Source: an optimization exercise on an open RTL-to-GDS flow (aim: small area, a short achievable clock period and few clock cycles). Production flows keep margins and buffers that such runs may drop. Only the layout flow was run in this run; the RTL was not checked for function there. Power is estimated from default activity; no workload was simulated.

$ cat design/flow/config.mk
export PLATFORM = sky130hd
export DESIGN_NAME = motion_search_top
export DESIGN_NICKNAME = motion_search_top
export VERILOG_FILES = /design/flow/design.v
export SDC_FILE = /design/flow/constraint.sdc
export NUM_CORES = 4
export LEC_CHECK = 0
export ABC_AREA = 1
export CAP_MARGIN = 20
export CORE_MARGIN = 2
export CORE_UTILIZATION = 70
export CTS_CLUSTER_DIAMETER = 60
export CTS_CLUSTER_SIZE = 30
export SLEW_MARGIN = 20
export SETUP_SLACK_MARGIN = 7.0
$ cat design/flow/constraint.sdc
create_clock -name core_clock -period 10.0 [get_ports {clk_i}]
set_input_delay 2.0000 -clock core_clock [delete_from_list [all_inputs] [get_ports {clk_i}]]
set_output_delay 2.0000 -clock core_clock [all_outputs]
set_load 0.01 [all_outputs]
$ cat design/flow/design.v
package sad_pkg;
  localparam int PixelWidth = 8;
  localparam int SadWidth   = 17;   
  localparam int SumWidth   = 12;   
  localparam int SAddrWidth = 10;   
  localparam int RAddrWidth = 8;
  typedef logic [PixelWidth-1:0] pixel_t;
  typedef logic [SadWidth-1:0] sad_t;
  typedef logic [SumWidth-1:0] sum_t;
  typedef logic [SAddrWidth-1:0] saddr_t;
  typedef logic [RAddrWidth-1:0] raddr_t;
endpackage
`timescale 1ns/1ns
module sad_scan_decode #(
  parameter int SImgSize = 19,
  parameter int RImgSize = 4,
  parameter int Tail     = 4
) (
  input  logic   clk_i,
  input  logic   rst_ni,
  input  logic   start_i,
  input  logic   finish_i,
  output logic   busy_o,
  output sad_pkg::saddr_t smem_raddr_o,
  output sad_pkg::raddr_t ref_raddr_o,
  output logic   ref_load_o,    
  output logic   accept_o,      
  output logic   cand_vld_o,    
  output logic   cand_last_o    
);
  localparam int PixNum = SImgSize * SImgSize;
  localparam int RefNum = RImgSize * RImgSize;
  localparam int AddrW  = $clog2(PixNum);
  localparam int RefW   = $clog2(RefNum);
  localparam int PosW   = $clog2(SImgSize);
  logic             active;   
  logic             past;     
  logic [AddrW-1:0] addr;
  logic [RefW-1:0]  raddr;
  logic [PosW-1:0]  col;      
  logic [PosW-1:0]  row;
  logic             col_ge;   
  logic             row_ge;   
  logic             col_last;
  logic             row_last;
  logic             accept;
  logic             issue;    
  logic             addr_end;
  assign accept   = start_i && !busy_o;
  assign issue    = accept || active;
  assign col_last = col == PosW'(SImgSize - 1);
  assign row_last = row == PosW'(SImgSize - 1);
  assign addr_end = addr == AddrW'(PixNum - 1 + Tail);
  assign accept_o = accept && rst_ni;
  assign smem_raddr_o = sad_pkg::SAddrWidth'(addr);
  assign ref_raddr_o  = sad_pkg::RAddrWidth'(raddr);
  always_ff @(posedge clk_i) begin
    if (!rst_ni) begin
      busy_o      <= 1'b0;
      active      <= 1'b0;
      past        <= 1'b0;
      addr        <= '0;
      raddr       <= '0;
      col         <= '0;
      row         <= '0;
      col_ge      <= 1'b0;
      row_ge      <= 1'b0;
      ref_load_o  <= 1'b0;
      cand_vld_o  <= 1'b0;
      cand_last_o <= 1'b0;
    end else begin
      if (accept) begin
        busy_o <= 1'b1;
      end else if (finish_i) begin
        busy_o <= 1'b0;
      end
      ref_load_o  <= accept || (raddr != '0);
      cand_vld_o  <= issue && col_ge && row_ge && !past;
      cand_last_o <= issue && col_last && row_last;
      if (accept || (raddr != '0)) begin
        raddr <= raddr + 1'b1;
      end
      if (issue) begin
        if (addr_end) begin
          active <= 1'b0;
          past   <= 1'b0;
          addr   <= '0;
          col    <= '0;
          row    <= '0;
          col_ge <= 1'b0;
          row_ge <= 1'b0;
        end else begin
          active <= 1'b1;
          addr   <= addr + 1'b1;
          if (col_last && row_last) past <= 1'b1;
          if (col_last) begin
            col    <= '0;
            col_ge <= 1'b0;
            row    <= row + 1'b1;
            if (row == PosW'(RImgSize - 2)) row_ge <= 1'b1;
          end else begin
            col <= col + 1'b1;
            if (col == PosW'(RImgSize - 2)) col_ge <= 1'b1;
          end
        end
      end
    end
  end
endmodule
`timescale 1ns/1ns
module sad_pe_array #(
  parameter int SImgSize = 19,
  parameter int RImgSize = 4
) (
  input  logic   clk_i,
  input  logic   accept_i,
  input  logic   ref_load_i,
  input  sad_pkg::pixel_t search_pix_i,
  input  sad_pkg::pixel_t ref_pix_i,
  output sad_pkg::sum_t   sum_o
);
  localparam int RefNum  = RImgSize * RImgSize;
  localparam int LineLen = (RImgSize - 1) * SImgSize;
  localparam int SumW    = sad_pkg::SumWidth;
  localparam int ColW    = 10;   
  localparam sad_pkg::sum_t Offset = SumW'(-RefNum * 510);
  typedef logic [ColW-1:0] col_t;
  sad_pkg::pixel_t nref_q  [RefNum];      
  sad_pkg::sum_t   ref_sum_q;             
  logic            ref_add_q;             
  sad_pkg::pixel_t npix_q;                
  sad_pkg::pixel_t nline_q [LineLen];     
  sad_pkg::pixel_t ncol    [RImgSize];    
  sad_pkg::pixel_t npre    [RImgSize];    
  logic            gt_q    [RImgSize][RImgSize];   
  col_t            min_sum   [RImgSize];
  col_t            min_sum_q [RImgSize];
  col_t            pix_sum;
  col_t            pix_sum_q;
  sad_pkg::sum_t   h_q     [RImgSize-1];
  function automatic sad_pkg::pixel_t nref_px(input int x, input int y);
    nref_px = nref_q[RefNum-1 - (RImgSize*y + x)];
  endfunction
  function automatic logic greater(input sad_pkg::pixel_t a, input sad_pkg::pixel_t nb);
    logic c;
    c = 1'b0;
    for (int i = 0; i < sad_pkg::PixelWidth; i++) c = (a[i] & nb[i]) | ((a[i] | nb[i]) & c);
    greater = c;
  endfunction
  function automatic logic [2*ColW-1:0] csa(input col_t a, input col_t b, input col_t c);
    csa = {((a & b) | (a & c) | (b & c)) << 1, a ^ b ^ c};
  endfunction
  always_ff @(posedge clk_i) begin
    if (ref_load_i) begin
      nref_q[0] <= ~ref_pix_i;
      for (int k = 1; k < RefNum; k++) nref_q[k] <= nref_q[k-1];
    end
  end
  always_ff @(posedge clk_i) begin
    ref_add_q <= ref_load_i;
    if (accept_i) begin
      ref_sum_q <= Offset;
    end else if (ref_add_q) begin
      ref_sum_q <= ref_sum_q + SumW'(~nref_q[0]);
    end
  end
  always_ff @(posedge clk_i) begin
    npix_q     <= ~search_pix_i;
    nline_q[0] <= npix_q;
    for (int k = 1; k < LineLen; k++) nline_q[k] <= nline_q[k-1];
  end
  always_comb begin
    for (int y = 0; y < RImgSize; y++) begin
      if (y == RImgSize - 1) begin
        ncol[y] = npix_q;
        npre[y] = ~search_pix_i;
      end else begin
        ncol[y] = nline_q[(RImgSize - 1 - y) * SImgSize - 1];
        npre[y] = nline_q[(RImgSize - 1 - y) * SImgSize - 2];
      end
    end
  end
  always_ff @(posedge clk_i) begin
    for (int y = 0; y < RImgSize; y++) begin
      for (int x = 0; x < RImgSize; x++) begin
        gt_q[y][x] <= greater(~npre[y], nref_px(x, y));
      end
    end
  end
  always_comb begin
    col_t m [RImgSize];
    col_t s1, c1, s2, c2;
    for (int x = 0; x < RImgSize; x++) begin
      for (int y = 0; y < RImgSize; y++) begin
        m[y] = ColW'(gt_q[y][x] ? nref_px(x, y) : ncol[y]);
      end
      {c1, s1} = csa(m[0], m[1], m[2]);
      {c2, s2} = csa(s1, c1, m[3]);
      min_sum[x] = s2 + c2;
    end
  end
  always_comb begin
    pix_sum = '0;
    for (int y = 0; y < RImgSize; y++) pix_sum = pix_sum + ColW'(~ncol[y]);
  end
  always_ff @(posedge clk_i) begin
    for (int x = 0; x < RImgSize; x++) begin
      min_sum_q[x] <= min_sum[x];
    end
    pix_sum_q <= pix_sum;
  end
  always_ff @(posedge clk_i) begin
    h_q[0] <= ref_sum_q + SumW'(pix_sum_q) + {min_sum_q[0], 1'b0};
    for (int x = 1; x < RImgSize - 1; x++) begin
      h_q[x] <= h_q[x-1] + SumW'(pix_sum_q) + {min_sum_q[x], 1'b0};
    end
    sum_o <= h_q[RImgSize-2] + SumW'(pix_sum_q) + {min_sum_q[RImgSize-1], 1'b0};
  end
endmodule
`timescale 1ns/1ns
module sad_min_select #(
  parameter int SImgSize = 19,
  parameter int RImgSize = 4,
  parameter int Latency  = 4    
) (
  input  logic   clk_i,
  input  logic   rst_ni,
  input  logic   accept_i,
  input  logic   cand_vld_i,    
  input  logic   cand_last_i,
  input  sad_pkg::sum_t   sum_i,  
  input  sad_pkg::saddr_t raddr_i,  
  output logic   finish_o,
  output sad_pkg::sad_t   min_sad_o,
  output sad_pkg::saddr_t min_addr_o
);
  localparam int Offset = (RImgSize - 1) * (SImgSize + 1);   
  localparam int CandW  = 9;
  logic [Latency-2:0] vld_q;
  logic [Latency-2:0] last_q;
  sad_pkg::sum_t      best_sad;
  logic [CandW-1:0]   best_addr;
  assign min_sad_o  = sad_pkg::SadWidth'(best_sad);
  assign min_addr_o = sad_pkg::SAddrWidth'(best_addr);
  always_ff @(posedge clk_i) begin
    if (!rst_ni) begin
      vld_q    <= '0;
      last_q   <= '0;
      finish_o <= 1'b0;
    end else begin
      vld_q    <= {vld_q[Latency-3:0], cand_vld_i};
      last_q   <= {last_q[Latency-3:0], cand_last_i};
      finish_o <= last_q[Latency-2];
    end
  end
  always_ff @(posedge clk_i) begin
    if (accept_i) begin
      best_sad  <= '1;   
    end else if (vld_q[Latency-2] && (sum_i < best_sad)) begin
      best_sad  <= sum_i;
      best_addr <= CandW'(raddr_i - sad_pkg::SAddrWidth'(Latency + Offset));
    end
  end
endmodule
`timescale 1ns/1ns
module motion_search_top #(
  parameter int SImgSize = 19,
  parameter int RImgSize = 4,
  parameter int PeNum    = 16
) (
  input  logic   clk_i,
  input  logic   rst_ni,
  input  logic   start_i,
  input  sad_pkg::pixel_t smem_rdata_i,
  input  sad_pkg::pixel_t ref_rdata_i,
  output sad_pkg::saddr_t smem_raddr_o,
  output sad_pkg::raddr_t ref_raddr_o,
  output logic   busy_o,
  output logic   finish_o,
  output sad_pkg::sad_t   min_sad_o,
  output sad_pkg::saddr_t min_addr_o
);
  logic          ref_load;
  logic          accept;
  logic          cand_vld;
  logic          cand_last;
  sad_pkg::sum_t sum;
  sad_scan_decode #(
    .SImgSize(SImgSize),
    .RImgSize(RImgSize),
    .Tail    (4)
  ) i_decode (
    .clk_i       (clk_i),
    .rst_ni      (rst_ni),
    .start_i     (start_i),
    .finish_i    (finish_o),
    .busy_o      (busy_o),
    .smem_raddr_o(smem_raddr_o),
    .ref_raddr_o (ref_raddr_o),
    .ref_load_o  (ref_load),
    .accept_o    (accept),
    .cand_vld_o  (cand_vld),
    .cand_last_o (cand_last)
  );
  sad_pe_array #(
    .SImgSize(SImgSize),
    .RImgSize(RImgSize)
  ) i_execute (
    .clk_i       (clk_i),
    .accept_i    (accept),
    .ref_load_i  (ref_load),
    .search_pix_i(smem_rdata_i),
    .ref_pix_i   (ref_rdata_i),
    .sum_o       (sum)
  );
  sad_min_select #(
    .SImgSize(SImgSize),
    .RImgSize(RImgSize),
    .Latency (4)
  ) i_result (
    .clk_i      (clk_i),
    .rst_ni     (rst_ni),
    .accept_i   (accept),
    .cand_vld_i (cand_vld),
    .cand_last_i(cand_last),
    .sum_i      (sum),
    .raddr_i    (smem_raddr_o),
    .finish_o   (finish_o),
    .min_sad_o  (min_sad_o),
    .min_addr_o (min_addr_o)
  );
endmodule
$ cat design/flow/flow/run.sh
#!/bin/bash
set -euo pipefail
MARGIN=$(cat flow/margin.txt)
echo "export SETUP_SLACK_MARGIN = $MARGIN" >> config.mk
bash standard.sh > standard.log 2>&1
$ cat design/flow/flow/margin.txt
7.0
$ cat design/flow/standard.sh
#!/bin/bash
# synth_recipe.tcl (not shown) runs the flow's synth.tcl, then flattens the netlist and writes it again
# the make line also repeats each setting of config.mk as NAME=value (left out here)
make -C /OpenROAD-flow-scripts/flow DESIGN_CONFIG=/design/flow/config.mk WORK_HOME=/design/flow/orfs CLKGATE_MAP_FILE= SYNTH_SCRIPT=/design/flow/synth_recipe.tcl "${@:-finish}"
==> notes.md <==
Worst Setup Start Kind flop; Net Sw Frac 0.408; Clock Sink Count between 700 and 800; final setup TNS 0 ns; Worst EP required about 8.0 ns; simple-gate portion of the synthesized area 0.106; CP Cell Sequence buf_2; starting density of the core 0.711; Layout Skew roughly 0.035 ns; synthesis warning total 12; synthesis-stage register bit count 778; grt total ovfl 0; final std cells w/o fill between 3000 and 4000; sw power ~5.0 mW; CP Data Arrival Time approximately 1.1 ns; CTS H-tree depth 2; via/cell ratio between 5 and 6; Worst Setup End Kind primary output; placed cells around 3200; Port Buf Inserts 54; Final Cycle Share 0.314; multi-input logic area 10300 um2; post-synthesis adder-cell area fraction 0.140; Gate Count Post-Synth 2601; drt wl/cell roughly 20 um; count of final setup violators 0; mux contribution to synthesized area 0.00603; Max FO, Critical Path 1; Slew Limit Fails 0; internal power just over 7 mW; Synth area leaders dfxtp_1 45%, edfxtp_1 15%, fa_1 8.6%, nand2_1 6.3%, ha_1 5.5%; cts hold-fix bufs 0; leading area contributor after synthesis dfxtp_1; DIE AREA ~42000 um2; root buffer cell clkbuf_16; Synth Area in Compound Gates 0.0650; xor/xnor share of the synthesized area 0.0257; Comb pwr share 0.491; area share of the largest cell type after synthesis 0.455; die width 205 um; number of diodes 0; Synth Flop Type dfxtp_1; post-route cell area 32100 um2; commonest non-fill, non-tap cells in the layout 587 x dfxtp_1, 461 x nand2_1, 361 x inv_1, 137 x edfxtp_1, 112 x fa_1; Hold Path Depth 0; antenna violations before repair 0; CTS tree done; initial DRC count roughly 1700; Clk network pwr share 0.158; Seq pwr share 0.350; Std-Cell Rows 73; Max clock buf depth 3; actual slew at the worst max-slew pin roughly 0.99 ns; cells on worst reg2reg path 12; post-route DRC violation count 0; CTS clock-pin slew for the worst setup and hold paths approximately 0.11 ns; I/O pin count 66; Achievable Freq around 320 MHz; Seq/Total Area, Yosys 0.600; max-cap violations 0; placer's final routability congestion estimate 0.995; worst hold slack 0.315 ns; layout cell share with drive strength beyond 1 0.130; antenna viol nets, final 0; Detailed Place HPWL about 45 mm; final wirelength around 66 mm; Worst path depth 1; syn avg cell area 10.9 um2; power per cell area approximately 380 nW/um2; status no timing/DRC/antenna violations; commonest non-fill, non-tap cell in the layout dfxtp_1; Synth cell types 37; worst path bufs/invs 1; Hold Fails Final Rpt 0; Reg area 17100 um2; via count about 19000; FFs w/ async S/R, synth 0; worst setup path category reg -> out; area of the core approximately 40000 um2; slew margin rel. 0.341; Layout area overhead 13.8%; CP peak stage delay between 0.4 and 0.5 ns; largest family of logic cells by synthesized area adder cells; Pre-Repair DR Iteration Count 5; hold crit path type reg -> reg; worst skew pair latency 0.61 ns; post-layout util 0.809; die height just over 200 um; first-pass GRT wire length approximately 98 mm; CTS buffer count 40; leak pwr ~14 nW; slowest CP cell edfxtp_1; GRT Overall Usage 0.311; number of fill cells about 2200; vias in the first global route 18300; Post-synth EDFFs 137; pin count of the biggest net entering global routing 71; RSZ-0062 raised after global routing yes; largest delay contributor family on the critical path flip-flops; Layout Nets between 3000 and 4000; Peak VDD IR 0.000236 V; placed inst area approximately 29000 um2; Tmin final ~3.1 ns; cell area after synthesis 28200 um2
-- final timing paths --
check	slack, ns	endpoint	startpoint
setup / recovery	6.86	min_addr_o[1]	i_result.best_addr[1]$_DFFE_PP_
hold reg to reg	0.32	i_execute.nline_q[28][1]$_DFF_P_	i_execute.nline_q[27][1]$_DFF_P_
hold / removal	0.32	i_execute.nline_q[28][1]$_DFF_P_	i_execute.nline_q[27][1]$_DFF_P_
setup reg to reg	6.91	i_execute.min_sum_q[0][6]$_DFF_P_	i_execute.gt_q[0]$_DFF_P_
-- flip-flops by register name, indices dropped and copies added (netlist names), 4 cells and up --
name / flops
i_execute.nline_q: 456
i_execute.nref_q: 128
i_execute.min_sum_q: 40
i_execute.h_q: 36
i_execute.gt_q: 16
i_execute.ref_sum_q: 12
i_execute.sum_o: 12
i_result.best_sad: 12
i_execute.pix_sum_q: 10
i_decode.addr: 9
i_result.best_addr: 9
i_execute.npix_q: 8
i_decode.col: 5
i_decode.row: 5
i_decode.raddr: 4
-- through the flow --
| stage | worst slack [ns] | power (mW) |
|---|---|---|
| 5_1_grt | 6.75 | 13.1 |
| 3_5_place_dp | 5.04 | 9.55 |
| 6_report | 6.86 | 12.2 |
| 3_3_place_gp | 5.13 | 9.32 |
| 4_1_cts | 6.83 | 11.7 |
| 2_1_floorplan | 6.98 | 8.14 |
-- cell type report --
class | instances | area share
multi-input combinational | 1421 | 0.320
timing repair inverter | 1 | 0.000234
sequential | 778 | 0.532
clock buffer | 49 | 0.0338
clock inverter | 22 | 0.0112
tap | 525 | 0.0204
timing repair buffer | 144 | 0.0391
inverter | 371 | 0.0439
-- logic make-up after synthesis --
logic type / count (synthesis)
flip-flops: 778
AO/OA/AOI/OAI: 342
other: 1
multiplexers: 17
XOR/XNOR: 83
adder cells (fa/ha/maj): 244
buffers and inverters: 412
AND/OR/NAND/NOR: 724
-- what timing repair did --
item,in CTS,in global routing
endpoints found under the setup margin,124,98
endpoints found under the hold margin,0,0
gates resized for setup,315,119
pin swaps,9,54
buffers inserted,51,38
gates cloned,1,0
-- per-layer routing --
layer	vias up	track usage	share of wire
met3	165	0.0511	0.080
met1	8884	0.398	0.39
met4	0	0.119	0.037
met5	-	0	0
li1	8629	-	-
met2	950	0.531	0.50
-- cell usage after synthesis (33+ instances only) --
cell and number:
o22ai_1 33, nor2_1 96, xor2_1 67, dfxtp_1 641
nand2_1 473, nand3_1 99, edfxtp_1 137, fa_1 121
a21oi_1 117, ha_1 123, inv_1 369, o21ai_0 159
-- power by group through the flow --
stage | registers, mW | logic, mW | clock network (mW)
finish | 4.28 | 6.00 | 1.94
global route | 4.34 | 6.66 | 2.07
CTS | 4.27 | 5.44 | 1.96
detailed placement | 4.34 | 5.21 | 0
global placement | 4.32 | 5.00 | 0
floorplan | 4.17 | 3.96 | 0

## afterwards: timing with drivers on the ports
No port has a modelled driver above. Below, the same layout with a new extraction and two added sets of constraints. Step 1, drivers: a clkbuf_16 drives clk_i and a buf_2 each remaining input, both assumed. Step 2 adds t to the input delays and takes it off the output delays; t is the mean of the earliest and latest rising clock arrival at the registers after step 1. Input paths then give back, and output paths get back, about the clock's delay inside the block. a / b / c = ideal / step 1 / step 2; a / b = the first two.
t, ns: 0.642
setup slack, ns: 6.857 / 6.801 / 6.495
worst hold slack (ns): 0.315 / 0.315 / 0.315
pins driven straight from the clock port: 1
After both steps this run still meets setup and hold. The setup slack of this run moves by -0.056 ns with the drivers and by -0.362 ns with both steps.
